Context: an optimization exercise on an open-source flow, tuned for small area. The choices shown serve that exercise and are no tape-out recipe.
RTL that was checked went through simulation tests only; none was proved equivalent to the original.
Only the layout flow was run in run 6; the RTL was not checked for function there.
Power figures rest on the tool's default switching activity, not on a simulated workload.

**design/flow/flow/run.sh**
```bash
#!/bin/bash
# Standard ORFS layout with a leaner clock tree (mid-size clock buffers,
# larger sink clusters, no dummy balancing loads) and minimum-size port
# buffers, gate sizing not tied to the cell footprint, and timing-driven
# placement that does not keep its trial buffers. Everything else is the standard flow (standard.sh).
set -euo pipefail
CTS="-sink_clustering_enable -repair_clock_nets -dont_use_dummy_load"
CTS="$CTS -buf_list sky130_fd_sc_hd__clkbuf_8 -sink_clustering_size 14 -sink_clustering_max_diameter 70"
bash standard.sh finish \
  "CTS_ARGS=$CTS" \
  "BUFFER_PORTS_ARGS=-buffer_cell sky130_fd_sc_hd__buf_1" \
  MATCH_CELL_FOOTPRINT=0 GPL_KEEP_OVERFLOW=0 \
  > standard.log 2>&1
```
**design/flow/standard.sh**
```bash
#!/bin/bash
# synth_recipe.tcl (not shown) runs the flow's synth.tcl, then flattens the netlist and writes it again
# the make line also repeats each setting of config.mk as NAME=value (left out here)
make -C /OpenROAD-flow-scripts/flow DESIGN_CONFIG=/design/flow/config.mk WORK_HOME=/design/flow/orfs CLKGATE_MAP_FILE= SYNTH_SCRIPT=/design/flow/synth_recipe.tcl "${@:-finish}"
```
**design/flow/config.mk**
```make
export PLATFORM = sky130hd
export DESIGN_NAME = register_file_ab
export DESIGN_NICKNAME = register_file_ab
export VERILOG_FILES = /design/flow/design.v
export SDC_FILE = /design/flow/constraint.sdc
export NUM_CORES = 4
export LEC_CHECK = 0
export CAP_MARGIN = 20
export CORE_MARGIN = 2
export CORE_UTILIZATION = 50
export SLEW_MARGIN = 20
export SYNTH_HIERARCHICAL = 1
```
**design/flow/constraint.sdc**
```tcl
create_clock -name core_clock -period 7.0 [get_ports {Clk}]
set_input_delay 1.4000 -clock core_clock [delete_from_list [all_inputs] [get_ports {Clk}]]
set_output_delay 1.4000 -clock core_clock [all_outputs]
set_load 0.01 [all_outputs]
```
**design/flow/design.v**
```verilog
`default_nettype none
module register_file_ab #(
    parameter int DATA_W   = 32,
    parameter int NUM_REGS = 32
) (
    input  logic              Clk,
    input  logic              Reset,
    input  logic [4:0]        Register_A_Sel,
    input  logic [4:0]        Register_B_Sel,
    input  logic [4:0]        Write_Sel,
    input  logic [DATA_W-1:0] Write_Data,
    input  logic              RF_Load,
    input  logic              RF_Double,
    output logic [DATA_W-1:0] Port_A,
    output logic [DATA_W-1:0] Port_B,
    output logic              RF_Busy,
    output logic              RF_Misaligned
);
    logic                r_busy;           
    logic [3:0]          r_pair;           
    logic                r_misaligned;
    logic                w_we;             
    logic [4:0]          w_waddr;          
    logic [DATA_W-1:0]   r_regs_n [1:NUM_REGS-1];    
    logic [DATA_W-1:0]   w_next_n [1:NUM_REGS-1];
    always_ff @(posedge Clk) begin
        if (Reset) begin
            r_busy       <= 1'b0;
            r_pair       <= '0;
            r_misaligned <= 1'b0;
        end else begin
            r_busy <= ~r_busy & RF_Load & RF_Double;
            if (~r_busy & RF_Load & RF_Double) begin
                r_pair       <= Write_Sel[4:1];
                r_misaligned <= Write_Sel[0];
            end
        end
    end
    assign RF_Busy       = r_busy;
    assign RF_Misaligned = r_misaligned;
    assign w_we    = ~Reset & (r_busy | RF_Load);
    assign w_waddr = r_busy    ? {r_pair, 1'b1} :
                     RF_Double ? {Write_Sel[4:1], 1'b0} : Write_Sel;
    logic w_rst_n;
    assign w_rst_n = ~Reset;
    logic [4:0] w_wa_t, w_wa_c, w_ra_t, w_ra_c, w_rb_t, w_rb_c;
    for (genvar n = 0; n < 5; n++) begin : g_abit
        assign w_wa_t[n] = w_waddr[n];
        assign w_ra_t[n] = Register_A_Sel[n];
        assign w_rb_t[n] = Register_B_Sel[n];
        rf_inv u_wa (.a(w_waddr[n]),        .y(w_wa_c[n]));
        rf_inv u_ra (.a(Register_A_Sel[n]), .y(w_ra_c[n]));
        rf_inv u_rb (.a(Register_B_Sel[n]), .y(w_rb_c[n]));
    end
    logic [7:0] w_wh, w_lh, w_ah, w_bh;
    logic [3:0] w_wl, w_ll, w_al, w_bl;
    for (genvar k = 0; k < 8; k++) begin : g_pre_h
        rf_and4 u_wh (.a(w_we),
                      .b(k[2] ? w_wa_t[4] : w_wa_c[4]),
                      .c(k[1] ? w_wa_t[3] : w_wa_c[3]),
                      .d(k[0] ? w_wa_t[2] : w_wa_c[2]), .y(w_wh[k]));
        rf_or2  u_lh (.a(w_wh[k]), .b(Reset), .y(w_lh[k]));
        rf_and3 u_ah (.a(k[2] ? w_ra_t[4] : w_ra_c[4]),
                      .b(k[1] ? w_ra_t[3] : w_ra_c[3]),
                      .c(k[0] ? w_ra_t[2] : w_ra_c[2]), .y(w_ah[k]));
        rf_and3 u_bh (.a(k[2] ? w_rb_t[4] : w_rb_c[4]),
                      .b(k[1] ? w_rb_t[3] : w_rb_c[3]),
                      .c(k[0] ? w_rb_t[2] : w_rb_c[2]), .y(w_bh[k]));
    end
    for (genvar j = 0; j < 4; j++) begin : g_pre_l
        rf_and2 u_wl (.a(j[1] ? w_wa_t[1] : w_wa_c[1]),
                      .b(j[0] ? w_wa_t[0] : w_wa_c[0]), .y(w_wl[j]));
        rf_or2  u_ll (.a(w_wl[j]), .b(Reset), .y(w_ll[j]));
        rf_and2 u_al (.a(j[1] ? w_ra_t[1] : w_ra_c[1]),
                      .b(j[0] ? w_ra_t[0] : w_ra_c[0]), .y(w_al[j]));
        rf_and2 u_bl (.a(j[1] ? w_rb_t[1] : w_rb_c[1]),
                      .b(j[0] ? w_rb_t[0] : w_rb_c[0]), .y(w_bl[j]));
    end
    logic w_fwd_a, w_fwd_b;
    assign w_fwd_a = w_we & (w_waddr == Register_A_Sel) & (Register_A_Sel != 5'd0);
    assign w_fwd_b = w_we & (w_waddr == Register_B_Sel) & (Register_B_Sel != 5'd0);
    localparam int NH = 2;
    localparam int HW = DATA_W / NH;
    logic [NUM_REGS-1:1] w_sel_a_n [0:NH-1];       
    logic [NUM_REGS-1:1] w_sel_b_n [0:NH-1];
    logic [DATA_W-1:0]   w_col_n   [1:NUM_REGS-1];  
    logic [DATA_W-1:0]   w_bus_n   [0:NH-1];        
    for (genvar c = 0; c < NH; c++) begin : g_bus
        for (genvar b = 0; b < DATA_W; b++) begin : g_b
            rf_nand2 u_bus (.a(Write_Data[b]), .b(w_rst_n), .y(w_bus_n[c][b]));
        end
    end
    for (genvar i = 1; i < NUM_REGS; i++) begin : g_reg
        for (genvar c = 0; c < NH; c++) begin : g_h
            logic w_load, w_hold;
            rf_nand2 u_hold (.a(w_lh[i/4]), .b(w_ll[i%4]), .y(w_hold));
            rf_inv   u_load (.a(w_hold), .y(w_load));
            rf_nand2 u_sa   (.a(w_ah[i/4]), .b(w_al[i%4]), .y(w_sel_a_n[c][i]));
            rf_nand2 u_sb   (.a(w_bh[i/4]), .b(w_bl[i%4]), .y(w_sel_b_n[c][i]));
            for (genvar b = c * HW; b < (c + 1) * HW; b++) begin : g_bit
                rf_hold u_nx (.l(w_load), .h(w_hold), .d(w_bus_n[i * NH / NUM_REGS][b]),
                              .q(r_regs_n[i][b]), .y(w_next_n[i][b]));
            end
        end
        always_ff @(posedge Clk) begin
            r_regs_n[i] <= w_next_n[i];
        end
        assign w_col_n[i] = r_regs_n[i];
    end
    logic [NH-1:0] w_fwd_a_c, w_fwd_b_c, w_fwd_a_n, w_fwd_b_n;
    for (genvar c = 0; c < NH; c++) begin : g_fwd
        assign w_fwd_a_c[c] = w_fwd_a;
        assign w_fwd_b_c[c] = w_fwd_b;
        assign w_fwd_a_n[c] = ~w_fwd_a;
        assign w_fwd_b_n[c] = ~w_fwd_b;
    end
    for (genvar b = 0; b < DATA_W; b++) begin : g_rbit
        logic [NUM_REGS-1:1] w_dn;
        for (genvar i = 1; i < NUM_REGS; i++) begin : g_d
            assign w_dn[i] = w_col_n[i][b];
        end
        rf_read_bit u_a (.sn(w_sel_a_n[b / HW][NUM_REGS-1:1]), .dn(w_dn),
                         .fwd(w_fwd_a_c[b / HW]), .fwd_n(w_fwd_a_n[b / HW]),
                         .w(Write_Data[b]), .y(Port_A[b]));
        rf_read_bit u_b (.sn(w_sel_b_n[b / HW][NUM_REGS-1:1]), .dn(w_dn),
                         .fwd(w_fwd_b_c[b / HW]), .fwd_n(w_fwd_b_n[b / HW]),
                         .w(Write_Data[b]), .y(Port_B[b]));
    end
endmodule
module rf_read_bit (
    input  wire [31:1] sn,
    input  wire [31:1] dn,
    input  wire        fwd,
    input  wire        fwd_n,
    input  wire        w,
    output wire        y
);
    wire [15:0] p;
    wire        t;
    for (genvar k = 0; k < 15; k++) begin : g_oai
        rf_oai22 u (.sn(sn[2*k+1 +: 2]), .dn(dn[2*k+1 +: 2]), .y(p[k]));
    end
    rf_nor2 u_last (.a(sn[31]), .b(dn[31]), .y(p[15]));
    rf_or16 u_or (.p(p), .y(t));
    rf_ao22  u_fwd (.a1(t), .a2(fwd_n), .b1(fwd), .b2(w), .y(y));
endmodule
module rf_oai22 (
    input  wire [1:0] sn,
    input  wire [1:0] dn,
    output wire       y
);
    assign y = ~((sn[0] | dn[0]) & (sn[1] | dn[1]));
endmodule
module rf_nor2 (
    input  wire a,
    input  wire b,
    output wire y
);
    assign y = ~(a | b);
endmodule
module rf_or16 (
    input  wire [15:0] p,
    output wire        y
);
    assign y = |p;
endmodule
module rf_ao22 (
    input  wire a1,
    input  wire a2,
    input  wire b1,
    input  wire b2,
    output wire y
);
    assign y = (a1 & a2) | (b1 & b2);
endmodule
module rf_nand2 (
    input  wire a,
    input  wire b,
    output wire y
);
    assign y = ~(a & b);
endmodule
module rf_nand3 (
    input  wire a,
    input  wire b,
    input  wire c,
    output wire y
);
    assign y = ~(a & b & c);
endmodule
module rf_and2 (
    input  wire a,
    input  wire b,
    output wire y
);
    assign y = a & b;
endmodule
module rf_and3 (
    input  wire a,
    input  wire b,
    input  wire c,
    output wire y
);
    assign y = a & b & c;
endmodule
module rf_and4 (
    input  wire a,
    input  wire b,
    input  wire c,
    input  wire d,
    output wire y
);
    assign y = a & b & c & d;
endmodule
module rf_or2 (
    input  wire a,
    input  wire b,
    output wire y
);
    assign y = a | b;
endmodule
module rf_inv (
    input  wire a,
    output wire y
);
    assign y = ~a;
endmodule
module rf_hold (
    input  wire l,
    input  wire h,
    input  wire d,
    input  wire q,
    output wire y
);
    assign y = (l & d) | (h & q);
endmodule
`default_nettype wire
```
==> impl_results.md, run 1 <==
* Status: timing/DRC/antenna clean
* Largest net degree at the start of global routing at 34
* Crit path DAT at 5.48 ns
* RR Endpoint: r_regs_n[20][15]
* Final Cell Area at around 0.043 mm²
* WP depth at 9
* Number of setup buffers added after CTS at 0
* Detailed Route WL at 198.0 mm
* Hold Buf Count CTS at 0
* Vias in the first global route at 36972
* Post-DP HPWL at 135.1 mm
* Worst slew pin tran at 1.364 ns
* CP Cell Sequence: buf_1, inv_1, and2_1, nand2_1, o22ai_1, nor4_1, nand4_1, a22o_1, buf_1
* Clock slew at reported path FFs at 0.09 ns
* CP max stage delay at 1.07 ns
* Flop2flop setup slack at 1.90 ns
* CP Buf/Inv Count at 3
* Tot Pwr at between 10 and 15 mW
* WL/cell at 38.99 µm
* Overall routing resource usage at 46.01%
* Crit path to: Port_A[27]
* Fmax at 0.1453 GHz
* Required time of the worst setup path at 5.60 ns
* Reg2reg path depth at 8
* RSZ-0062 raised after global routing: false
* Reg area at 0.01998 mm²
* Largest cells by area after synthesis: dfxtp_1 (51%), a22o_1 (23%), o22ai_1 (15%)
* Clock latency on the worst-skew pair at around 0.73 ns
* Internal power at 8.663 mW
* Peak supply drop at 182.6 µV
* CTS H-tree lvls at 3
* Final hold violations at 0
* Max cap viols at 0
* PwrDens at 302.0 mW/mm²
* NumNets Final at a little over 4000
* Post-DP Area at 0.04157 mm²
* Slew headroom at 8.219%
* CP max-delay cell: nor4_1
* Clk_skew at 0.05505 ns
* Antenna Nets Post-Route at 0
* Iteration-0 DRC count of the detailed router at around 8400
* Core area at 0.07772 mm²
* DR pass1 iterations at 7
* Clk pwr share at 22.9%
* DIE HEIGHT at about 280 µm
* TritonCTS buffer count at 81
* Switching power total at around 4.3 mW
* Hold Crit Class: reg2reg
* Mapped Cells at around 3800
* Num rows at 102
* Initial antenna violation count at 20
* Crit path launch type: input port
* # fillers at between 6000 and 7000
* Cts repair resizes at 0
* Syn nets at 3873
* Vias per Instance at approximately 8.3
* Mapped Area at 0.03940 mm²
* Crit. Startpoint: Register_A_Sel[1]
* Die width at 284.7 µm
* Initial core utilization at 50.69%
* DIE AREA at approximately 0.081 mm²
* Fin util at a little under three fifths
* GRT overflow at 0
* Switching share of power at between 30% and 40%
* CTS max path bufs at 3
* Synth Register Bits at 998
* Combinational Power Share at 18.9%
* Area Overhead vs Synth at 8.534%
* Clk root buf: clkbuf_8
* First-pass GRT wire length at roughly 270 mm
* Post-synthesis cell type count at 34
* Drt drc at 0
* # port buffers at 116
* Crit path max fanout at 16
* CP dominant cell by count: buf_1
* Average size of a mapped cell at a little over 10 µm²
* Critical path class: in2out
* Vias post-DR at about 42000
* GP Congestion at 1.062
* Multi-input gate area at slightly below 0.02 mm²
* Nature of the critical path endpoint: output pin
* Fin. max-slew vios at 0
* Post-synth top area cell: dfxtp_1
* Setup violators final at 0
* Share of the synthesized area in the top cell type at 50.71%
* Tmin final at 6.880 ns
* CTS sink cnt at 998
* CP top delay family: simple AND/OR/NAND/NOR gates
* CTS tree: built
* Period utilisation layout at 98.29%
* IO Pins at 117
* Lkg Pwr at approximately 17 nW
* Layout cell share with drive strength beyond 1 at 3.872%
* Reg-to-reg critical path startpoint: r_busy
* Synth warn at 15
* Reg power frac at 58.2%
* Sequential fraction of the synthesis area at 50.71%
registers in the layout, summed over array words and instances (netlist names):
register      cells
r_busy            1
r_misaligned      1
r_pair            4
r_regs_n        992
modules after synthesis, one instance, submodules excluded, a selection:
module | cells | flops+latches | times used
rf_inv | 1 | 0 | 77
rf_or2 | 1 | 0 | 12
register_file_ab | 1047 | 998 | 1
rf_hold | 1 | 0 | 992
rf_and4 | 1 | 0 | 8
rf_oai22 | 1 | 0 | 960
rf_nand2 | 1 | 0 | 250
rf_ao22 | 1 | 0 | 64
stage by stage:
stage                     hold slack [ns]  cells  worst slack (ns)  setup TNS [ns]
after floorplan                    0.4630   3822             1.572               0
after global placement             0.4749   4976            -1.175          -34.89
after detailed placement           0.4782   4987            0.7570               0
after CTS                          0.5058   5068            0.7470               0
after global routing               0.5198   5070            0.3270               0
final                              0.5066   5078            0.1196               0
per-layer routing:
| layer | global-route usage [%] | vias to the layer above | part of all wire [%] |
|---|---|---|---|
| met2 | 58.43 | 4236 | 37 |
| met3 | 25.51 | 713 | 20 |
| met1 | 64.24 | 20219 | 39 |
| li1 | - | 16715 | - |
| met4 | 15.70 | 20 | 4.5 |
| met5 | 0.7738 | - | 0.092 |
final cells by class:
cell class | instances | share of cell area (%)
timing repair buffer | 128 | 1.460
antenna | 9 | 0.05267
multi-input combinational | 2740 | 45.39
tap | 1040 | 3.043
inverter | 82 | 0.7199
sequential | 998 | 46.73
clock buffer | 81 | 2.607
placed cells by master (no fill, tap or decap), types with 3 or more instances in the layout:
cell	Yosys	final
or2_2	0	3
nor3_2	2	3
buf_1	0	116
nor4_1	257	208
clkbuf_8	0	82
mux2i_1	5	5
o22ai_1	960	960
diode_2	0	9
and3_1	16	16
xnor2_1	3	3
xor2_1	4	4
nor4_2	0	49
inv_1	81	80
nand4_1	64	64
nand2_1	252	252
and4_1	8	8
buf_16	0	4
dfxtp_1	998	998
nor2_1	72	72
a22o_1	1056	1056
or2_1	12	9
and2_1	12	12
power by group through the flow:
stage	sequential [mW]	combinational [mW]	clock [mW]
6_report	7.52	2.44	2.95
3_3_place_gp	7.53	2.20	0
3_5_place_dp	7.56	2.28	0
2_1_floorplan	7.28	1.49	0
5_1_grt	7.61	2.48	3.12
4_1_cts	7.45	2.29	2.93
synthesized netlist by cell type:
cell      count
and2_1       12
nor2_1       72
xnor2_1       3
nand2b_1      1
or3_1         1
nand2_1     252
mux2_4        1
inv_1        81
buf_6         1
a31oi_1       2
o22ai_1     960
nor3_2        2
mux2i_4       2
nand4b_1      1
or2_1        12
or4_1         1
a21boi_0      1
nand3_1       1
and3_1       16
and4_1        8
a22o_1     1056
clkbuf_1      1
mux2i_2       1
nor3b_1       1
o211ai_1      1
inv_2         1
nor4_1      257
mux2i_1       5
nand4_1      64
dfxtp_1     998
and4b_1       1
nor3_1        1
xor2_1        4
a21oi_1       1
worst min-delay path by stage:
stage / startpoint / end / slack [ns] / cells after the start
6_report: r_regs_n[25][6] / r_regs_n[25][6] / 0.51 / 1
5_1_grt: r_regs_n[10][17] / r_regs_n[10][17] / 0.52 / 1
4_1_cts: r_regs_n[8][11] / r_regs_n[8][11] / 0.51 / 1
3_5_place_dp: r_regs_n[26][10] / r_regs_n[26][10] / 0.48 / 1
3_3_place_gp: r_regs_n[7][31] / r_regs_n[7][31] / 0.47 / 1
2_1_floorplan: r_regs_n[11][0] / r_regs_n[11][0] / 0.46 / 1
logic make-up (layout without fill, tap and decap cells):
kind of cell / after synthesis / in the layout / share of synthesized area, %
other cells: 0 / 9 / 0
compound gates: 2021 / 2021 / 38.80
simple gates: 703 / 703 / 9.191
buf+inv: 84 / 291 / 0.8194
xor+xnor: 7 / 7 / 0.1556
mux: 9 / 9 / 0.3144
flops: 998 / 998 / 50.71
==> inputs of run 2 (changes only) <==
--- a/design/flow/design.v
+++ b/design/flow/design.v
@@ -27,12 +27,15 @@
         if (Reset) begin
             r_busy       <= 1'b0;
-            r_pair       <= '0;
             r_misaligned <= 1'b0;
         end else begin
             r_busy <= ~r_busy & RF_Load & RF_Double;
             if (~r_busy & RF_Load & RF_Double) begin
-                r_pair       <= Write_Sel[4:1];
                 r_misaligned <= Write_Sel[0];
             end
+        end
+    end
+    always_ff @(posedge Clk) begin
+        if (~r_busy & RF_Load & RF_Double) begin
+            r_pair <= Write_Sel[4:1];
         end
     end
--- a/design/flow/config.mk
+++ b/design/flow/config.mk
@@ -8,5 +8,6 @@
 export CAP_MARGIN = 20
 export CORE_MARGIN = 2
-export CORE_UTILIZATION = 50
+export CORE_UTILIZATION = 55
+export SETUP_SLACK_MARGIN = 0.25
 export SLEW_MARGIN = 20
 export SYNTH_HIERARCHICAL = 1
==> run 2 against run 1 <==
Net effect:
- setup slack gained 0.039 ns
- still clean
- clock power is essentially flat
- synthesized cell count shrank 0.24%
- largest power group unchanged
==> impl_results.md, run 2 <==
* Reg2reg path depth at 8 (unchanged)
* Reg-to-reg critical path startpoint: r_busy
* CTS H-tree lvls at 3 (unchanged)
* Num rows at 98 (-3.9%)
* Largest cells by area after synthesis: dfxtp_1 (51%), a22o_1 (24%), o22ai_1 (15%)
* Fin. max-slew vios at 0 (unchanged)
* Largest Register: r_regs_n
* WL/cell at 38.63 µm (-0.91%)
* Core area at 0.07112 mm² (-8.5%)
* Mapped Area at 0.03934 mm² (-0.15%)
* CTS sink cnt at 998 (unchanged)
* Post-synth EDFFs at 4 (+4)
* Crit. Startpoint: Register_A_Sel[1]
* Crit path DAT at 5.44 ns (-0.04 ns)
* Drt drc at 0 (unchanged)
* Worst hold endpoint: r_regs_n[16][22]
* Most instantiated cells after synthesis: a22o_1 (1056), dfxtp_1 (994), o22ai_1 (960)
* Post-synthesis cell type count at 28 (-18%)
* Initial antenna violation count at 11 (-45%)
* Detailed Route WL at 192.2 mm (-2.9%)
* Clock slew at reported path FFs at 0.08 ns (about the same)
* Final hold violations at 0 (unchanged)
* Setup TNS at 0 ns (unchanged)
* Commonest non-fill, non-tap cell in the layout: a22o_1
* Hold Crit Start: r_regs_n[16][22]
* IO Pins at 117 (unchanged)
* Synth Register Bits at 998 (unchanged)
* Nature of the critical path endpoint: output pin
* DR pass1 iterations at 19 (+12)
* Post-synth top area cell: dfxtp_1
* Largest net degree at the start of global routing at 35 (+2.9%)
* Max cap viols at 0 (unchanged)
* Sequential fraction of the synthesis area at 50.89% (+0.18 points)
* Hold Buf Count CTS at 0 (unchanged)
* Most frequent cells in the layout: a22o_1 (1056), dfxtp_1 (994), o22ai_1 (960)
* DIE HEIGHT at 271.4 µm (-4.7%)
* Most frequent cell after synthesis: a22o_1
* Largest regs: r_regs_n: 992 flops, r_pair: 4 flops
* Hold Crit Class: reg2reg
* GP Congestion at 1.162 (+9.4%)
* Vias per Instance at 8.431 (+2.2%)
* Peak supply drop at 184.1 µV (+0.80%)
* RSZ-0062 raised after global routing: false
* Slew headroom at 10.52% (+2.3 points)
* Clock latency on the worst-skew pair at 0.75 ns (+0.02 ns)
* TritonCTS buffer count at 81 (unchanged)
* Cts repair resizes at 0 (unchanged)
* Iteration-0 DRC count of the detailed router at 8704 (+3.7%)
* Tmin final at 6.841 ns (-0.03917 ns)
* Status: timing/DRC/antenna clean
* PwrDens at 301.8 mW/mm² (about the same)
* Ys async rst share at 0% (unchanged)
* Synth warn at 15 (unchanged)
* Worst slew pin tran at 1.330 ns (-0.03426 ns)
* Share of the synthesized area in the top cell type at 50.59% (-0.13 points)
* Hold Crit Depth at 1 (unchanged)
* DIE AREA at 0.07367 mm² (-9.1%)
* First-pass GRT wire length at 272.3 mm (-0.83%)
* Critical path class: in2out
* Lkg Pwr at 17.04 nW (-0.20%)
* Required time of the worst setup path at 5.60 ns (about the same)
* Clk_skew at 0.04633 ns (-0.008719 ns)
* Fmax at 0.1462 GHz (+0.57%)
* GRT overflow at 0 (unchanged)
* Die width at 271.4 µm (-4.7%)
* Post-DP HPWL at 127.9 mm (-5.3%)
* Overall routing resource usage at 49.76% (+3.7 points)
* Area Overhead vs Synth at 8.353%
* Max FFs per register at 992 (unchanged)
* Inst Count DP at 4890 (-1.9%)
* Syn nets at 3864 (-0.23%)
* Crit path max fanout at 16 (unchanged)
* Period utilisation layout at 97.73% (-0.56 points)
* Initial core utilization at 55.31% (+4.6 points)
* Crit path launch type: input port
* Mapped Cells at 3813 (-0.24%)
* Clk root buf: clkbuf_8
* Post-synth top flop: dfxtp_1
* Setup violators final at 0 (unchanged)
* Finished Layout Cells at 4976 (-2.0%)
* CTS max path bufs at 3 (unchanged)
* Number of setup buffers added after CTS at 0 (unchanged)
* Vias in the first global route at 38610 (+4.4%)
* # port buffers at 116 (unchanged)
* Flop2flop setup slack at 2.51 ns (+0.61 ns)
* NumNets Final at 4075 (-0.17%)
* Antenna Nets Post-Route at 0 (unchanged)
* CTS tree: built
* Layout cell share with drive strength beyond 1 at 4.177% (+0.31 points)
* Average size of a mapped cell at 10.32 µm² (about the same)
* RR Endpoint: r_regs_n[16][16]
* Vias post-DR at 41952 (+0.12%)
[run 2: cell types whose count changed after synthesis, moves of 2 or more]
cell      change
a31oi_1       -2
dfxtp_1       -4
edfxtp_1      +4
mux2i_4       -2
nor2_1        -6
nor3_1        +3
nor4_1        +2
xnor2_1       -3
xor2_1        +3
[run 2: final cells by class]
class	count	area, µm²
fillers	6018	28500
flip-flops and latches	998	20020
multi-input cells	2732	19390
well taps	950	1189
clock buffers	81	1115
repair buffers	129	591.8
inverters	82	309.0
diodes	4	10.01
[run 2: worst max-delay path: stages]
cell and delay [ns]:
buf_1 0.26, inv_1 0.10, and2_1 0.61, nand2_1 0.88, o22ai_1 0.17, nor4_1 1.13
nand4_1 0.39, a22o_1 0.35, buf_1 0.12
[run 2: cell families after synthesis]
group / count (synthesis) / synth area share [%]
flip-flops: 998 / 50.89
buffers and inverters: 83 / 0.8111
multiplexers: 5 / 0.1400
XOR/XNOR: 7 / 0.1559
AO/OA/AOI/OAI: 2021 / 38.86
AND/OR/NAND/NOR: 699 / 9.142
[run 2: stage by stage]
stage / area, µm² / total power [mW] / utilization (%) / hold WS [ns] / setup slack [ns]
final: 42620 / 12.86 / 59.93 / 0.5038 / 0.1588
after global routing: 42620 / 13.16 / 59.92 / 0.5183 / 0.3755
after CTS: 42460 / 12.64 / 59.70 / 0.5055 / 0.6939
after detailed placement: 41350 / 9.830 / 58.14 / 0.4781 / 0.6975
after global placement: 40950 / 9.717 / 57.59 / 0.4749 / -2.804
after floorplan: 39340 / 8.797 / - / 0.4630 / 0.6100
[run 2: layer usage]
| metal | GRT usage (%) | wire (µm) | vias up |
|---|---|---|---|
| met5 | 0 | 121 | - |
| met4 | 38.56 | 19930 | 12 |
| met3 | 16.32 | 28230 | 1212 |
| met2 | 74.51 | 80340 | 4351 |
| met1 | 59.04 | 63610 | 19720 |
| li1 | - | - | 16657 |
[run 2: power breakdown]
group	switching, mW	internal [mW]	leakage [nW]
registers	0.857	6.64	8.42
logic	1.44	1.00	8.04
clock network	1.89	1.04	0.582
total	4.19	8.68	17.0
[run 2: Yosys stat by module, one instance, submodules excluded, a selection]
module | cells | flip-flops and latches
rf_nand2 | 1 | 0
register_file_ab | 1038 | 998
rf_and2 | 1 | 0
rf_or16 | 5 | 0
rf_and3 | 1 | 0
rf_nor2 | 1 | 0
rf_inv | 1 | 0
rf_or2 | 1 | 0
rf_hold | 1 | 0
rf_and4 | 1 | 0
rf_ao22 | 1 | 0
rf_oai22 | 1 | 0
[run 2: worst max-delay path by stage]
stage                            end  slack [ns]  depth (start not counted)
after CTS                 Port_A[18]        0.69                          9
after detailed placement  Port_A[18]        0.70                          9
after floorplan            Port_A[0]        0.61                          6
after global placement     Port_A[4]       -2.80                          8
after global routing      Port_A[18]        0.38                          9
final                     Port_A[18]        0.16                          9
==> inputs of run 3 (changes only) <==
--- a/design/flow/design.v
+++ b/design/flow/design.v
@@ -111,10 +111,8 @@
         assign w_col_n[i] = r_regs_n[i];
     end
-    logic [NH-1:0] w_fwd_a_c, w_fwd_b_c, w_fwd_a_n, w_fwd_b_n;
+    logic [NH-1:0] w_fwd_a_c, w_fwd_b_c;
     for (genvar c = 0; c < NH; c++) begin : g_fwd
         assign w_fwd_a_c[c] = w_fwd_a;
         assign w_fwd_b_c[c] = w_fwd_b;
-        assign w_fwd_a_n[c] = ~w_fwd_a;
-        assign w_fwd_b_n[c] = ~w_fwd_b;
     end
     for (genvar b = 0; b < DATA_W; b++) begin : g_rbit
@@ -124,9 +122,7 @@
         end
         rf_read_bit u_a (.sn(w_sel_a_n[b / HW][NUM_REGS-1:1]), .dn(w_dn),
-                         .fwd(w_fwd_a_c[b / HW]), .fwd_n(w_fwd_a_n[b / HW]),
-                         .w(Write_Data[b]), .y(Port_A[b]));
+                         .fwd(w_fwd_a_c[b / HW]), .wn(w_bus_n[0][b]), .y(Port_A[b]));
         rf_read_bit u_b (.sn(w_sel_b_n[b / HW][NUM_REGS-1:1]), .dn(w_dn),
-                         .fwd(w_fwd_b_c[b / HW]), .fwd_n(w_fwd_b_n[b / HW]),
-                         .w(Write_Data[b]), .y(Port_B[b]));
+                         .fwd(w_fwd_b_c[b / HW]), .wn(w_bus_n[0][b]), .y(Port_B[b]));
     end
 endmodule
@@ -135,16 +131,17 @@
     input  wire [31:1] dn,
     input  wire        fwd,
-    input  wire        fwd_n,
-    input  wire        w,
+    input  wire        wn,
     output wire        y
 );
     wire [15:0] p;
-    wire        t;
+    wire [3:0]  q;
     for (genvar k = 0; k < 15; k++) begin : g_oai
         rf_oai22 u (.sn(sn[2*k+1 +: 2]), .dn(dn[2*k+1 +: 2]), .y(p[k]));
     end
     rf_nor2 u_last (.a(sn[31]), .b(dn[31]), .y(p[15]));
-    rf_or16 u_or (.p(p), .y(t));
-    rf_ao22  u_fwd (.a1(t), .a2(fwd_n), .b1(fwd), .b2(w), .y(y));
+    for (genvar k = 0; k < 4; k++) begin : g_or
+        rf_or4 u (.p(p[4*k +: 4]), .y(q[k]));
+    end
+    rf_or4_fwd u_top (.q(q), .fwd(fwd), .wn(wn), .y(y));
 endmodule
 module rf_oai22 (
@@ -155,4 +152,10 @@
     assign y = ~((sn[0] | dn[0]) & (sn[1] | dn[1]));
 endmodule
+module rf_or4 (
+    input  wire [3:0] p,
+    output wire       y
+);
+    assign y = |p;
+endmodule
 module rf_nor2 (
     input  wire a,
@@ -162,18 +165,11 @@
     assign y = ~(a | b);
 endmodule
-module rf_or16 (
-    input  wire [15:0] p,
-    output wire        y
-);
-    assign y = |p;
-endmodule
-module rf_ao22 (
-    input  wire a1,
-    input  wire a2,
-    input  wire b1,
-    input  wire b2,
-    output wire y
-);
-    assign y = (a1 & a2) | (b1 & b2);
+module rf_or4_fwd (
+    input  wire [3:0] q,
+    input  wire       fwd,
+    input  wire       wn,
+    output wire       y
+);
+    assign y = fwd ? ~wn : |q;
 endmodule
 module rf_nand2 (
--- a/design/flow/config.mk
+++ b/design/flow/config.mk
@@ -9,5 +9,4 @@
 export CORE_MARGIN = 2
 export CORE_UTILIZATION = 55
-export SETUP_SLACK_MARGIN = 0.25
 export SLEW_MARGIN = 20
 export SYNTH_HIERARCHICAL = 1
==> run 3 against run 2 <==
Net effect:
- still clean on timing, DRC and antenna
- routed wire length shrank 8.1%
- sequential power shrank 0.5%
- maximum frequency grew 3.0%
- design area is essentially flat
- synthesized cell count shrank 0.10%
- critical path type unchanged
- largest power group unchanged
==> impl_results.md, run 3 <==
* Synth warn at 15 (unchanged)
* Worst slew pin tran at 1.165 ns (-0.1651 ns)
* Max cap viols at 0 (unchanged)
* Vias post-DR at 40934 (-2.4%)
* Crit path max fanout at 16 (unchanged)
* Core area at 0.07149 mm² (+0.52%)
* CTS max path bufs at 3 (unchanged)
* Slew headroom at 22.16% (+12 points)
* Tmin final at 6.644 ns (-0.1973 ns)
* DIE AREA at 0.07442 mm² (+1.0%)
* Share of the synthesized area in the top cell type at 50.07% (-0.51 points)
* CP dominant cell by count: buf_1
* Hold Crit Start: r_regs_n[15][12]
* Die width at 272.8 µm (+0.50%)
* Period utilisation layout at 94.91% (-2.8 points)
* Nature of the critical path endpoint: output pin
* Mapped Area at 0.03974 mm² (+1.0%)
* CP top delay family: simple AND/OR/NAND/NOR gates
* WL/cell at 35.57 µm (-7.9%)
* Post-DP HPWL at 113.4 mm (-11%)
* Clk_skew at 0.07402 ns (+0.02768 ns)
* Crit. Startpoint: Register_A_Sel[1]
* Antenna Nets Post-Route at 0 (unchanged)
* Finished Layout Cells at 4966 (-0.20%)
* Lkg Pwr at 17.96 nW (+5.4%)
* GRT overflow at 0 (unchanged)
* Mapped Cells at 3809 (-0.10%)
* NumNets Final at 4068 (-0.17%)
* Clock latency on the worst-skew pair at 0.76 ns (about the same)
* Hold Buf Count CTS at 0 (unchanged)
* Post-synth EDFFs at 4 (unchanged)
* CP Cell Sequence: buf_1, inv_1, and2_1, nand2_1, o22ai_1, or4_1, nor4_1, mux2i_1, buf_1
* Peak supply drop at 216.6 µV (+18%)
* Required time of the worst setup path at 5.60 ns (about the same)
* CP max-delay cell: nor4_1
* Post-synthesis cell type count at 26 (-7.1%)
* Largest Register: r_regs_n
* Max FFs per register at 992 (unchanged)
* Ys async rst share at 0% (unchanged)
* Clock slew at reported path FFs at 0.06 ns (-0.02 ns)
* Most frequent cells in the layout: dfxtp_1 (994), a22o_1 (992), o22ai_1 (960)
* Final worst slack at 0.3561 ns (+0.1973 ns)
* Syn nets at 3860 (-0.10%)
* Flop2flop setup slack at 2.44 ns (-0.07 ns)
* PwrDens at 299.2 mW/mm² (-0.89%)
* CTS tree: built
* Largest regs: r_regs_n: 992 flops, r_pair: 4 flops
* Most frequent cell after synthesis: dfxtp_1
* CP max stage delay at 1.01 ns (-0.12 ns)
* IO Pins at 117 (unchanged)
* Vias per Instance at 8.243 (-2.2%)
* DR pass1 iterations at 18 (-1)
* Critical path class: in2out
* Post-Route Hold Slack at 0.4998 ns (-0.004002 ns)
* Synth Register Bits at 998 (unchanged)
* DIE HEIGHT at 272.8 µm (+0.50%)
* Setup violators final at 0 (unchanged)
* CTS sink cnt at 998 (unchanged)
* Num rows at 98 (unchanged)
* Reg-to-reg critical path startpoint: r_busy
* Initial core utilization at 55.59% (+0.28 points)
* Crit path launch type: input port
* Most instantiated cells after synthesis: dfxtp_1 (994), a22o_1 (992), o22ai_1 (960)
* Initial antenna violation count at 3 (-8)
* Inst Count DP at 4883 (-0.14%)
* Post-synth top flop: dfxtp_1
* # fillers at 6054 (+0.60%)
* Status: timing/DRC/antenna clean
* CTS H-tree lvls at 3 (unchanged)
* TritonCTS buffer count at 82 (+1.2%)
* RSZ-0062 raised after global routing: false
* Detailed Route WL at 176.6 mm (-8.1%)
* Tot Pwr at 12.75 mW (-0.92%)
* # port buffers at 116 (unchanged)
* Post-synth top area cell: dfxtp_1
* DP Worst Slack at 0.7984 ns (+0.1009 ns)
* Sequential fraction of the synthesis area at 50.38% (-0.52 points)
* Crit path DAT at 5.24 ns (-0.20 ns)
* Hold Crit Class: reg2reg
* Overall routing resource usage at 45.36% (-4.4 points)
* Layout cell share with drive strength beyond 1 at 2.466% (-1.7 points)
* Final hold violations at 0 (unchanged)
* Largest cells by area after synthesis: dfxtp_1 (50%), a22o_1 (22%), o22ai_1 (15%)
* Commonest non-fill, non-tap cell in the layout: dfxtp_1
* Fin. max-slew vios at 0 (unchanged)
* Cts repair resizes at 0 (unchanged)
* Average size of a mapped cell at 10.43 µm² (+1.1%)
* Largest net degree at the start of global routing at 34 (-2.9%)
* CP Buf/Inv Count at 3 (unchanged)
* Area Overhead vs Synth at 7.216%
* Number of setup buffers added after CTS at 0 (unchanged)
* Vias in the first global route at 37769 (-2.2%)
* Fmax at 0.1505 GHz (+3.0%)
* Drt drc at 0 (unchanged)
* First-pass GRT wire length at 255.1 mm (-6.3%)
* Iteration-0 DRC count of the detailed router at 6715 (-23%)
* Clk root buf: clkbuf_8
* GP Congestion at 1.123 (-3.4%)
-- run 3: through the flow --
stage                     area (µm²)  utilization, %  setup TNS, ns
after floorplan                39740               -              0
after global placement         41350           57.85         -96.98
after detailed placement       41480           58.02              0
after CTS                      42600           59.60              0
after global routing           42610           59.60              0
final                          42610           59.60              0
-- run 3: cell type report --
type	instances	area [µm²]	share of cell area, %
Inverter	82	307.8	0.7224
Timing Repair Buffer	125	541.8	1.272
Sequential cell	998	20020	46.99
Tap cell	950	1189	2.790
Multi-Input combinational cell	2728	19420	45.58
Clock buffer	82	1129	2.649
Antenna cell	1	2.502	0.005873
-- run 3: worst reg2reg max path: cells and delay by family, from the launching register on --
family,cells,cell delay [ns]
AO/OA/AOI/OAI,1,0.28
buffers and inverters,3,1.35
flip-flops,1,0.58
multiplexers,1,0.39
AND/OR/NAND/NOR,3,1.91
-- run 3: logic make-up after synthesis --
group	Yosys count	synth area share [%]
compound gates	1955	37.02
flops	998	50.38
simple gates	696	9.842
buf+inv	83	0.8029
mux	69	1.782
xor+xnor	8	0.1763
-- run 3: final timing paths --
check             depth (start not counted)          endpoint
setup reg to reg                          8   r_regs_n[13][7]
hold reg to reg                           1  r_regs_n[15][12]
hold / removal                            1  r_regs_n[15][12]
setup / recovery                          9        Port_A[20]
-- run 3: Yosys stat by module (local to each module, per instance), excerpt --
module | flops+latches | area (µm²) | cells | copies in the design
register_file_ab | 998 | 20290 | 1034 | 1
rf_and2 | 0 | 6.256 | 1 | 12
rf_hold | 0 | 8.758 | 1 | 992
rf_inv | 0 | 3.754 | 1 | 77
rf_nand2 | 0 | 3.754 | 1 | 250
rf_oai22 | 0 | 6.256 | 1 | 960
rf_or2 | 0 | 6.256 | 1 | 12
rf_or4 | 0 | 7.507 | 1 | 256
-- run 3: power breakdown --
part / switching, mW / leakage (nW) / internal (mW)
Clock: 1.90 / 0.590 / 1.05
Combinational: 1.38 / 8.95 / 0.970
Sequential: 0.811 / 8.42 / 6.64
Total: 4.09 / 18.0 / 8.66
-- run 3: per-layer routing --
| layer | routed length (µm) | track usage [%] |
|---|---|---|
| met5 | 0 | 0 |
| met4 | 15310 | 31.56 |
| met3 | 24680 | 10.59 |
| met2 | 73420 | 66.00 |
| met1 | 63240 | 59.55 |
==> inputs of run 4 (changes only) <==
--- a/design/flow/config.mk
+++ b/design/flow/config.mk
@@ -8,5 +8,5 @@
 export CAP_MARGIN = 20
 export CORE_MARGIN = 2
-export CORE_UTILIZATION = 55
+export CORE_UTILIZATION = 60
 export SLEW_MARGIN = 20
 export SYNTH_HIERARCHICAL = 1
==> run 4 against run 3 <==
Net effect:
- largest power group unchanged
- utilization up 5.2 points
- global-route usage up 0.49 points
- flip-flop and latch count unchanged
- first-iteration DRC count up 16%
- largest cell class unchanged
- critical path type unchanged
- final cell count down 1.6%
- die area down 8.2%
- still clean
- sequential share of layout area up 0.095 points
==> impl_results.md, run 4 <==
* CTS sink cnt at 998 (unchanged)
* Synth Register Bits at 998 (unchanged)
* Commonest non-fill, non-tap cell in the layout: dfxtp_1
* Post-synth top area cell: dfxtp_1
* RSZ-0062 raised after global routing: false
* TritonCTS buffer count at 81 (-1.2%)
* Detailed Route WL at 164.4 mm (-6.9%)
* Peak supply drop at 232.0 µV (+7.1%)
* WL/cell at 33.64 µm (-5.4%)
* Worst hold endpoint: r_regs_n[10][21]
* Antenna Nets Post-Route at 0 (unchanged)
* DIE AREA at 0.06831 mm² (-8.2%)
* Largest net degree at the start of global routing at 34 (unchanged)
* Num rows at 94 (-4.1%)
* Hold Crit Depth at 1 (unchanged)
* Largest cells by area after synthesis: dfxtp_1 (50%), a22o_1 (22%), o22ai_1 (15%)
* Number of setup buffers added after CTS at 0 (unchanged)
* Max cap viols at 0 (unchanged)
* Share of the synthesized area in the top cell type at 50.07% (unchanged)
* Vias per Instance at 8.292 (+0.59%)
* Crit path DAT at 5.23 ns (about the same)
* Hold Crit Start: r_regs_n[10][21]
* Critical path class: in2out
* Mapped Area at 0.03974 mm² (unchanged)
* Clock slew at reported path FFs at 0.08 ns (+0.02 ns)
* Worst slew pin tran at 1.162 ns (-0.002714 ns)
* IO Pins at 117 (unchanged)
* GRT overflow at 0 (unchanged)
* # port buffers at 116 (unchanged)
* Most instantiated cells after synthesis: dfxtp_1 (994), a22o_1 (992), o22ai_1 (960)
* Reg area at 0.02002 mm² (unchanged)
* Post-synth EDFFs at 4 (unchanged)
* Sequential fraction of the synthesis area at 50.38% (unchanged)
* CTS tree: built
* Largest regs: r_regs_n: 992 flops, r_pair: 4 flops
* CTS H-tree lvls at 3 (unchanged)
* Initial core utilization at 60.55% (+5.0 points)
* # fillers at 5229 (-14%)
* Status: timing/DRC/antenna clean
* Mapped Cells at 3809 (unchanged)
* Cts repair resizes at 0 (unchanged)
* Drt drc at 0 (unchanged)
* Multi-input gate area at 0.01942 mm² (unchanged)
* Hold Buf Count CTS at 0 (unchanged)
* Crit path max fanout at 16 (unchanged)
* Post-Route Hold Slack at 0.5035 ns (+0.003648 ns)
* Final hold violations at 0 (unchanged)
* Nature of the critical path endpoint: output pin
* Flop2flop setup slack at 2.77 ns (+0.33 ns)
* Clock latency on the worst-skew pair at 0.74 ns (-0.02 ns)
* Core area at 0.06563 mm² (-8.2%)
* Period utilisation layout at 94.67% (-0.25 points)
* Slew headroom at 22.53% (+0.37 points)
* GP Congestion at 1.171 (+4.2%)
* Post-DP HPWL at 107.5 mm (-5.1%)
* Die width at 261.4 µm (-4.2%)
* DIE HEIGHT at 261.4 µm (-4.2%)
* Final Cell Area at 0.04252 mm² (-0.20%)
* DR pass1 iterations at 9 (-9)
* Area Overhead vs Synth at 6.999%
* Most frequent cells in the layout: dfxtp_1 (994), a22o_1 (992), o22ai_1 (960)
* Max FFs per register at 992 (unchanged)
* Fmax at 0.1509 GHz (+0.26%)
* Average size of a mapped cell at 10.43 µm² (unchanged)
* Crit path launch type: input port
* Required time of the worst setup path at 5.60 ns (about the same)
* Initial antenna violation count at 11 (+8)
* Post-synth top flop: dfxtp_1
* Largest Register: r_regs_n
* Layout cell share with drive strength beyond 1 at 2.441% (-0.024 points)
* Overall routing resource usage at 45.84% (+0.49 points)
* Ys async rst share at 0% (unchanged)
* Clk root buf: clkbuf_8
* Fin. max-slew vios at 0 (unchanged)
* Hold Crit Class: reg2reg
* Synth warn at 15 (unchanged)
* NumNets Final at 4067 (-0.025%)
* Clk_skew at 0.05638 ns (-0.01764 ns)
* Vias in the first global route at 36998 (-2.0%)
* PwrDens at 297.3 mW/mm² (-0.61%)
* Reg2reg path depth at 8 (unchanged)
* Setup violators final at 0 (unchanged)
* First-pass GRT wire length at 239.3 mm (-6.2%)
* Post-DP Area at 0.04138 mm² (-0.23%)
* Syn nets at 3860 (unchanged)
* Lkg Pwr at 17.96 nW (about the same)
* CTS max path bufs at 3 (unchanged)
* Reg-to-reg critical path startpoint: r_busy
* Tmin final at 6.627 ns (-0.01729 ns)
* Most frequent cell after synthesis: dfxtp_1
* Vias post-DR at 40529 (-0.99%)
* RR Endpoint: r_regs_n[21][29]
* Iteration-0 DRC count of the detailed router at 7767 (+16%)
* Post-synthesis cell type count at 26 (unchanged)
run 4: cell counts after synthesis:
No cell type changed its count.
run 4: Yosys stat by module (local to each module, per instance), a selection:
| module | area [µm²] | flops+latches |
|---|---|---|
| rf_nor2 | 3.754 | 0 |
| rf_and4 | 8.758 | 0 |
| rf_and2 | 6.256 | 0 |
| rf_inv | 3.754 | 0 |
| rf_or4 | 7.507 | 0 |
| rf_or2 | 6.256 | 0 |
| rf_nand2 | 3.754 | 0 |
run 4: routing by layer:
metal / GRT usage [%] / share of wire (%) / up-vias
met5: 0 / 0.038 / -
met4: 14.77 / 4.7 / 10
met3: 20.19 / 17 / 832
met2: 65.01 / 40 / 3911
met1: 62.38 / 38 / 19200
li1: - / - / 16576
run 4: worst max path at each step:
stage	start	endpoint	slack [ns]	depth (start not counted)
6_report	Register_B_Sel[2]	Port_B[6]	0.37	9
5_1_grt	Register_B_Sel[2]	Port_B[6]	0.41	9
4_1_cts	Register_B_Sel[1]	Port_B[14]	0.82	9
3_5_place_dp	Register_B_Sel[1]	Port_B[14]	0.83	9
3_3_place_gp	Reset	Port_A[19]	-2.09	6
2_1_floorplan	Write_Sel[2]	Port_B[0]	0.65	5
run 4: per-stage QoR:
stage	cells	TNS [ns]	worst slack [ns]	power, mW	util, %
3_3_place_gp	4788	-99.31	-2.092	9.551	62.85
5_1_grt	4880	0	0.4060	12.98	64.76
3_5_place_dp	4797	0	0.8301	9.669	63.05
6_report	4888	0	0.3733	12.64	64.79
2_1_floorplan	3809	0	0.6520	8.766	-
4_1_cts	4878	0	0.8202	12.45	64.75
run 4: cell families (layout without fill, tap and decap cells):
family | count (synthesis) | after routing | synth area share, %
AOI/OAI and AO/OA | 1955 | 1955 | 37.02
xor gates and xnor gates | 8 | 8 | 0.1763
buffers and inverters | 83 | 288 | 0.8029
DFF | 998 | 998 | 50.38
muxes | 69 | 69 | 1.782
other | 0 | 10 | 0
and+or+nand+nor | 696 | 696 | 9.842
run 4: area by class of cell:
class	count	area share, %
Antenna cell	10	0.05885
Clock buffer	81	2.622
Inverter	82	0.7239
Multi-Input combinational cell	2728	45.67
Sequential cell	998	47.08
Tap cell	864	2.542
Timing Repair Buffer	125	1.304
run 4: power by group:
| part | switching (mW) | internal [mW] |
|---|---|---|
| registers | 0.802 | 6.64 |
| logic | 1.32 | 0.970 |
| clock network | 1.88 | 1.04 |
| total | 4.00 | 8.64 |
run 4: worst max-delay path, cell delays in order:
cell,delay [ns]
buf_1,0.39
inv_1,0.15
and3_1,0.38
nand2_1,0.70
o22ai_1,0.14
or4_1,0.74
nor4_1,0.95
mux2i_1,0.17
buf_1,0.18
==> inputs of run 5 (changes only) <==
--- a/design/flow/flow/run.sh
+++ b/design/flow/flow/run.sh
@@ -6,5 +6,5 @@
 set -euo pipefail
 CTS="-sink_clustering_enable -repair_clock_nets -dont_use_dummy_load"
-CTS="$CTS -buf_list sky130_fd_sc_hd__clkbuf_8 -sink_clustering_size 14 -sink_clustering_max_diameter 70"
+CTS="$CTS -buf_list sky130_fd_sc_hd__clkbuf_8 -sink_clustering_size 16 -sink_clustering_max_diameter 80"
 bash standard.sh finish \
   "CTS_ARGS=$CTS" \
--- a/design/flow/config.mk
+++ b/design/flow/config.mk
@@ -8,5 +8,5 @@
 export CAP_MARGIN = 20
 export CORE_MARGIN = 2
-export CORE_UTILIZATION = 60
+export CORE_UTILIZATION = 55
 export SLEW_MARGIN = 20
 export SYNTH_HIERARCHICAL = 1
==> run 5 against run 4 <==
Net effect:
- sequential power about the same
- worst hold slack better by 0.0020 ns
- design area down 0.11%
- non-clock buffer count unchanged
- final cell count up 1.4%
- sequential share of layout area up 0.054 points
- total power down 0.68%
- via count up 0.28%
- clock power down 5%
- clock skew about the same
- routed wire length up 6.9%
- largest power group unchanged
==> impl_results.md, run 5 <==
* Status: timing/DRC/antenna clean
* Max FFs per register at 992 (unchanged)
* Area Overhead vs Synth at 6.876%
* Clock latency on the worst-skew pair at 0.72 ns (-0.02 ns)
* GP Congestion at 1.123 (-4.1%)
* Reg-to-reg critical path startpoint: r_busy
* DP Worst Slack at 0.7984 ns (-0.03164 ns)
* TritonCTS buffer count at 72 (-11%)
* DR pass1 iterations at 12 (+3)
* Syn nets at 3860 (unchanged)
* Post-DP HPWL at 113.4 mm (+5.4%)
* Initial antenna violation count at 3 (-8)
* Number of setup buffers added after CTS at 0 (unchanged)
* Crit path DAT at 5.30 ns (+0.07 ns)
* NumNets Final at 4058 (-0.22%)
* Detailed Route WL at 175.7 mm (+6.9%)
* Post-Route Hold Slack at 0.5054 ns (+0.001956 ns)
* CP Buf/Inv Count at 3 (unchanged)
* Clk_skew at 0.05625 ns (-0.0001347 ns)
* Core area at 0.07149 mm² (+8.9%)
* Tot Pwr at 12.56 mW (-0.68%)
* Final worst slack at 0.2990 ns (-0.07438 ns)
* IO Pins at 117 (unchanged)
* Largest cells by area after synthesis: dfxtp_1 (50%), a22o_1 (22%), o22ai_1 (15%)
* Post-synth top area cell: dfxtp_1
* Post-synth EDFFs at 4 (unchanged)
* Worst hold endpoint: r_regs_n[9][24]
* Finished Layout Cells at 4957 (+1.4%)
* Ys async rst share at 0% (unchanged)
* Antenna Nets Post-Route at 0 (unchanged)
* Post-DP Area at 0.04148 mm² (+0.23%)
* First-pass GRT wire length at 254.6 mm (+6.4%)
* CTS tree: built
* Most frequent cell after synthesis: dfxtp_1
* Clock slew at reported path FFs at 0.09 ns (about the same)
* Fmax at 0.1492 GHz (-1.1%)
* Largest Register: r_regs_n
* Cts repair resizes at 0 (unchanged)
* Post-synthesis cell type count at 26 (unchanged)
* Hold Crit Depth at 1 (unchanged)
* Most instantiated cells after synthesis: dfxtp_1 (994), a22o_1 (992), o22ai_1 (960)
* Inst Count DP at 4883 (+1.8%)
* Clk root buf: clkbuf_8
* CP dominant cell by count: buf_1
* Largest net degree at the start of global routing at 34 (unchanged)
* RR Endpoint: r_regs_n[13][0]
* DIE AREA at 0.07442 mm² (+8.9%)
* Crit path max fanout at 16 (unchanged)
* CP top delay family: simple AND/OR/NAND/NOR gates
* Slew headroom at 17.07% (-5.5 points)
* Setup violators final at 0 (unchanged)
* CTS max path bufs at 3 (unchanged)
* Drt drc at 0 (unchanged)
* Setup TNS at 0 ns (unchanged)
* Num rows at 98 (+4.3%)
* Vias per Instance at 8.199 (-1.1%)
* Required time of the worst setup path at 5.60 ns (about the same)
* Final hold violations at 0 (unchanged)
* Sequential fraction of the synthesis area at 50.38% (unchanged)
* Period utilisation layout at 95.73% (+1.1 points)
* Hold Buf Count CTS at 0 (unchanged)
* Fin. max-slew vios at 0 (unchanged)
* Synth warn at 15 (unchanged)
* Largest regs: r_regs_n: 992 flops, r_pair: 4 flops
* RSZ-0062 raised after global routing: false
* Max cap viols at 0 (unchanged)
* Crit path launch type: input port
* Critical path class: in2out
* Hold Crit Class: reg2reg
* Iteration-0 DRC count of the detailed router at 6889 (-11%)
* Post-synth top flop: dfxtp_1
* Vias post-DR at 40641 (+0.28%)
* Peak supply drop at 208.0 µV (-10%)
* CP Cell Sequence: buf_1, inv_1, and2_1, nand2_1, o22ai_1, or4_1, nor4_1, mux2i_1, buf_1
* Layout cell share with drive strength beyond 1 at 2.222% (-0.22 points)
* Nature of the critical path endpoint: output pin
* Reg2reg path depth at 8 (unchanged)
* # port buffers at 116 (unchanged)
* CP max stage delay at 0.99 ns (+0.04 ns)
* Die width at 272.8 µm (+4.4%)
* Tmin final at 6.701 ns (+0.07438 ns)
* CP max-delay cell: nor4_1
* Most frequent cells in the layout: dfxtp_1 (994), a22o_1 (992), o22ai_1 (960)
* Synth Register Bits at 998 (unchanged)
* WL/cell at 35.45 µm (+5.4%)
* PwrDens at 295.6 mW/mm² (-0.57%)
* Mapped Cells at 3809 (unchanged)
* GRT overflow at 0 (unchanged)
* DIE HEIGHT at 272.8 µm (+4.4%)
* Fin util at 59.41% (-5.4 points)
* CTS H-tree lvls at 3 (unchanged)
* Share of the synthesized area in the top cell type at 50.07% (unchanged)
* Average size of a mapped cell at 10.43 µm² (unchanged)
* Final Cell Area at 0.04247 mm² (-0.11%)
* Hold Crit Start: r_regs_n[9][24]
* CTS sink cnt at 998 (unchanged)
* Commonest non-fill, non-tap cell in the layout: dfxtp_1
* Vias in the first global route at 37830 (+2.2%)
* Flop2flop setup slack at 2.46 ns (-0.31 ns)
* Lkg Pwr at 17.89 nW (-0.38%)
* Worst slew pin tran at 1.244 ns (+0.08179 ns)
* Overall routing resource usage at 45.30% (-0.55 points)
* Mapped Area at 0.03974 mm² (unchanged)
* Initial core utilization at 55.59% (-5.0 points)
[run 5: final cells by class]
type	count	area, µm²
clock buffers	72	991.0
fillers	6087	29010
repair buffers	125	541.8
inverters	82	307.8
diodes	2	5.005
well taps	950	1189
multi-input cells	2728	19420
flip-flops and latches	998	20020
[run 5: cells by family after synthesis]
logic type / Yosys count / share of synthesized area, %
buffers and inverters: 83 / 0.8029
AND/OR/NAND/NOR: 696 / 9.842
AO/OA/AOI/OAI: 1955 / 37.02
flip-flops: 998 / 50.38
XOR/XNOR: 8 / 0.1763
multiplexers: 69 / 1.782
[run 5: modules after synthesis, one instance, submodules excluded, excerpt]
module	cells	cell area (µm²)	flops+latches	copies in the design
rf_or4_fwd	2	16.27	0	64
rf_and4	1	8.758	0	8
rf_or4	1	7.507	0	256
rf_and3	1	6.256	0	16
rf_and2	1	6.256	0	12
rf_inv	1	3.754	0	77
rf_nor2	1	3.754	0	64
[run 5: how the worst max path moves through the flow]
| stage | from | slack, ns | cells past startpoint | to |
|---|---|---|---|---|
| 6_report | Register_A_Sel[0] | 0.30 | 9 | Port_A[20] |
| 2_1_floorplan | Write_Sel[2] | 0.65 | 5 | Port_B[0] |
| 3_3_place_gp | Reset | -2.02 | 6 | Port_A[6] |
| 5_1_grt | Register_B_Sel[1] | 0.38 | 9 | Port_B[20] |
| 3_5_place_dp | Register_A_Sel[1] | 0.80 | 9 | Port_A[16] |
| 4_1_cts | Register_A_Sel[1] | 0.79 | 9 | Port_A[16] |
[run 5: report_power, final]
| group | leakage (nW) | internal (mW) | switching, mW |
|---|---|---|---|
| combinational | 8.95 | 0.970 | 1.38 |
| clock | 0.518 | 0.929 | 1.83 |
| sequential | 8.42 | 6.64 | 0.809 |
| total | 17.9 | 8.54 | 4.02 |
[run 5: layer usage]
metal	vias up	routed length, µm	track usage [%]
li1	16555	-	-
met1	19325	62840	59.48
met2	3901	72850	66.04
met3	860	24730	11.03
met4	0	15300	30.48
met5	-	0	0
==> inputs of run 6 (changes only) <==
--- a/design/flow/design.v
+++ b/design/flow/design.v
@@ -27,15 +27,12 @@
         if (Reset) begin
             r_busy       <= 1'b0;
+            r_pair       <= '0;
             r_misaligned <= 1'b0;
         end else begin
             r_busy <= ~r_busy & RF_Load & RF_Double;
             if (~r_busy & RF_Load & RF_Double) begin
+                r_pair       <= Write_Sel[4:1];
                 r_misaligned <= Write_Sel[0];
             end
-        end
-    end
-    always_ff @(posedge Clk) begin
-        if (~r_busy & RF_Load & RF_Double) begin
-            r_pair <= Write_Sel[4:1];
         end
     end
--- a/design/flow/flow/run.sh
+++ b/design/flow/flow/run.sh
@@ -6,5 +6,5 @@
 set -euo pipefail
 CTS="-sink_clustering_enable -repair_clock_nets -dont_use_dummy_load"
-CTS="$CTS -buf_list sky130_fd_sc_hd__clkbuf_8 -sink_clustering_size 16 -sink_clustering_max_diameter 80"
+CTS="$CTS -buf_list sky130_fd_sc_hd__clkbuf_8 -sink_clustering_size 18 -sink_clustering_max_diameter 50"
 bash standard.sh finish \
   "CTS_ARGS=$CTS" \
--- a/design/flow/config.mk
+++ b/design/flow/config.mk
@@ -8,5 +8,5 @@
 export CAP_MARGIN = 20
 export CORE_MARGIN = 2
-export CORE_UTILIZATION = 55
+export CORE_UTILIZATION = 50
 export SLEW_MARGIN = 20
 export SYNTH_HIERARCHICAL = 1
==> run 6 against run 5 <==
Net effect:
- area after synthesis hardly changed
- global-route usage shrank 5.8 points
- utilization fell by 4.6 points
- critical endpoint is now Port_A[1]
- worst hold slack lost 0.0084 ns
- largest power group unchanged
- still clean
==> impl_results.md, run 6 <==
* WL/cell at 33.45 µm (-5.6%)
* Share of the synthesized area in the top cell type at 50.23% (+0.16 points)
* Post-synth EDFFs at 0 (-4)
* GRT overflow at 0 (unchanged)
* IO Pins at 117 (unchanged)
* Detailed Route WL at 171.0 mm (-2.7%)
* Post-DP HPWL at 113.5 mm (about the same)
* First-pass GRT wire length at 246.8 mm (-3.1%)
* Ys async rst share at 0% (unchanged)
* Switching power total at 4.123 mW (+2.5%)
* PwrDens at 304.3 mW/mm² (+2.9%)
* Post-synthesis cell type count at 27 (+3.8%)
* Largest Register: r_regs_n
* Fin. max-slew vios at 0 (unchanged)
* Mapped Cells at 3818 (+0.24%)
* Final Cell Area at 0.04326 mm² (+1.9%)
* Antenna Nets Post-Route at 0 (unchanged)
* Clk pwr share at 26.2% (+4.2 points)
* Vias per Instance at 7.800 (-4.9%)
* Die width at 286.1 µm (+4.9%)
* Nature of the critical path endpoint: output pin
* Period utilisation layout at 94.33% (-1.4 points)
* Largest net degree at the start of global routing at 34 (unchanged)
* Crit path launch type: input port
* Peak supply drop at 175.7 µV (-16%)
* Overall routing resource usage at 39.54% (-5.8 points)
* Most frequent cells in the layout: dfxtp_1 (998), a22o_1 (992), o22ai_1 (960)
* Drt drc at 0 (unchanged)
* DR pass1 iterations at 9 (-3)
* # port buffers at 116 (unchanged)
* Synth Register Bits at 998 (unchanged)
* Crit path DAT at 5.20 ns (-0.10 ns)
* Post-synth top area cell: dfxtp_1
* TritonCTS buffer count at 115 (+60%)
* Setup violators final at 0 (unchanged)
* CTS tree: built
* Clk_skew at 0.05736 ns (+0.001109 ns)
* Hold Buf Count CTS at 0 (unchanged)
* Combinational Power Share at 17.4% (-1.3 points)
* CTS H-tree lvls at 3 (unchanged)
* Max cap viols at 0 (unchanged)
* Vias post-DR at 39857 (-1.9%)
* Most instantiated cells after synthesis: dfxtp_1 (998), a22o_1 (992), o22ai_1 (960)
* Tmin final at 6.603 ns (-0.09810 ns)
* Reg power frac at 56.4% (-2.9 points)
* Iteration-0 DRC count of the detailed router at 6517 (-5.4%)
* Initial antenna violation count at 6 (+3)
* Sequential fraction of the synthesis area at 50.23% (-0.15 points)
* Lkg Pwr at 18.26 nW (+2.1%)
* Core area at 0.07887 mm² (+10%)
* Initial core utilization at 50.43% (-5.2 points)
* Mapped Area at 0.03978 mm² (about the same)
* Post-synth top flop: dfxtp_1
* Status: timing/DRC/antenna clean
* Syn nets at 3869 (+0.23%)
* Largest cells by area after synthesis: dfxtp_1 (50%), a22o_1 (22%), o22ai_1 (15%)
* Largest regs: r_regs_n: 992 flops, r_pair: 4 flops
* Final hold violations at 0 (unchanged)
* Setup TNS at 0 ns (unchanged)
* Slew headroom at 17.63% (+0.56 points)
* Reg2reg path depth at 8 (unchanged)
* Num rows at 103 (+5.1%)
* Average size of a mapped cell at 10.42 µm² (-0.14%)
* Crit path max fanout at 16 (unchanged)
* CTS max path bufs at 3 (unchanged)
* Internal power at 9.040 mW (+5.9%)
* Worst slew pin tran at 1.236 ns (-0.008356 ns)
* NumNets Final at 4110 (+1.3%)
* Number of setup buffers added after CTS at 0 (unchanged)
* Cts repair resizes at 0 (unchanged)
* Required time of the worst setup path at 5.60 ns (about the same)
* Hold Crit Class: reg2reg
* Switching share of power at 31.32% (-0.70 points)
* Synth warn at 15 (unchanged)
* Fmax at 0.1514 GHz (+1.5%)
* Hold Crit Depth at 1 (unchanged)
* Max FFs per register at 992 (unchanged)
* Clk root buf: clkbuf_8
* Inst Count DP at 4992 (+2.2%)
* Clock slew at reported path FFs at 0.06 ns (-0.03 ns)
* DIE HEIGHT at 286.1 µm (+4.9%)
* Most frequent cell after synthesis: dfxtp_1
* Area Overhead vs Synth at 8.764%
* Vias in the first global route at 36192 (-4.3%)
* Clock latency on the worst-skew pair at 0.76 ns (+0.04 ns)
* # fillers at 6941 (+14%)
* Post-DP Area at 0.04167 mm² (+0.47%)
* Finished Layout Cells at 5110 (+3.1%)
* GP Congestion at 0.9916 (-12%)
* Layout cell share with drive strength beyond 1 at 3.328% (+1.1 points)
* Critical path class: in2out
* Commonest non-fill, non-tap cell in the layout: dfxtp_1
* DIE AREA at 0.08182 mm² (+10%)
* RSZ-0062 raised after global routing: false
* CTS sink cnt at 998 (unchanged)
-- run 6: per-stage QoR --
stage	util (%)	power [mW]	hold WS (ns)	setup WS, ns
after floorplan	-	8.744	0.4630	0.6401
after global placement	52.63	9.590	0.4751	-2.743
after detailed placement	52.83	9.676	0.4779	0.9208
after CTS	54.84	13.04	0.4968	0.9026
after global routing	54.85	13.58	0.5105	0.5451
final	54.85	13.16	0.4970	0.3971
-- run 6: final cells by class --
type                       count  area, µm²  share of cell area (%)
multi-input combinational   2735      19490                   45.05
timing repair buffer         126      579.3                   1.339
antenna                        3      7.507                 0.01735
clock buffer                 115       1583                   3.659
inverter                      83      311.5                  0.7202
tap                         1050       1314                   3.037
sequential                   998      19980                   46.18
-- run 6: per-layer routing --
metal	track usage (%)	part of all wire (%)	up-vias
met1	55.43	41	19463
met3	17.52	16	533
met2	54.92	40	3180
met5	0	0.023	-
li1	-	-	16675
met4	10.22	3.5	6
-- run 6: Yosys stat by module (local to each module, per instance), a selection --
module	cell area (µm²)	copies in the design
rf_or4_fwd	16.27	64
rf_and2	6.256	12
rf_and4	8.758	8
rf_and3	6.256	16
rf_nor2	3.754	64
rf_hold	8.758	992
rf_or4	7.507	256
register_file_ab	20330	1
-- run 6: critical path: stages --
cell     delay (ns)
buf_1          0.35
inv_1          0.22
and3_1         0.39
nand2_1        0.73
o22ai_1        0.15
or4_1          0.75
nor4_1         0.80
mux2i_1        0.21
buf_1          0.18
-- run 6: path summary, 6_finish.rpt --
check                          from          endpoint  slack [ns]
hold / removal     r_regs_n[19][27]  r_regs_n[19][27]        0.50
setup reg to reg             r_busy    r_regs_n[1][8]        2.44
hold reg to reg    r_regs_n[19][27]  r_regs_n[19][27]        0.50
setup / recovery  Register_A_Sel[3]         Port_A[1]        0.40
-- run 6: kinds of logic after synthesis --
family / share of synthesized area (%)
AOI/OAI and AO/OA: 37.02
muxes: 1.900
and+or+nand+nor: 9.852
xor gates and xnor gates: 0.1761
DFF: 50.23
buffers and inverters: 0.8210
-- run 6: power by group through the flow --
stage	registers, mW	clock network [mW]	logic [mW]
after floorplan	7.28	0	1.46
after detailed placement	7.49	0	2.19
after CTS	7.39	3.47	2.19
final	7.42	3.45	2.29
after global placement	7.46	0	2.13
after global routing	7.53	3.68	2.38

port drivers added, routing unchanged:
No port has a modelled driver above. Below, the same layouts with a new extraction and two added sets of constraints. Step 1 sets driving cells, clkbuf_16 on the clock port and buf_2 on the other inputs (assumed; they add their load-dependent delay and slew). Step 2 also shifts input and output timing later by t, the mid clock arrival at the registers, as if the neighbouring blocks saw the same clock. Three values: no drivers, after step 1, after step 2; two values: the first two.
run | t, ns | setup WS [ns] | hold slack, ns
run 1 | 0.781 | 0.120 / 0.021 / 0.021 | 0.507 / 0.507 / 0.507
run 2 | 0.798 | 0.159 / 0.131 / 0.131 | 0.504 / 0.504 / 0.504
run 3 | 0.789 | 0.356 / 0.324 / 0.324 | 0.500 / 0.500 / 0.500
run 4 | 0.792 | 0.373 / 0.350 / 0.350 | 0.503 / 0.503 / 0.503
run 5 | 0.756 | 0.299 / 0.271 / 0.271 | 0.505 / 0.505 / 0.505
run 6 | 0.817 | 0.397 / 0.269 / 0.269 | 0.497 / 0.497 / 0.497
After both steps every run listed still meets setup and hold. The setup slack of run 6, which loses most, moves by -0.128 ns with the drivers and by -0.128 ns with both steps.
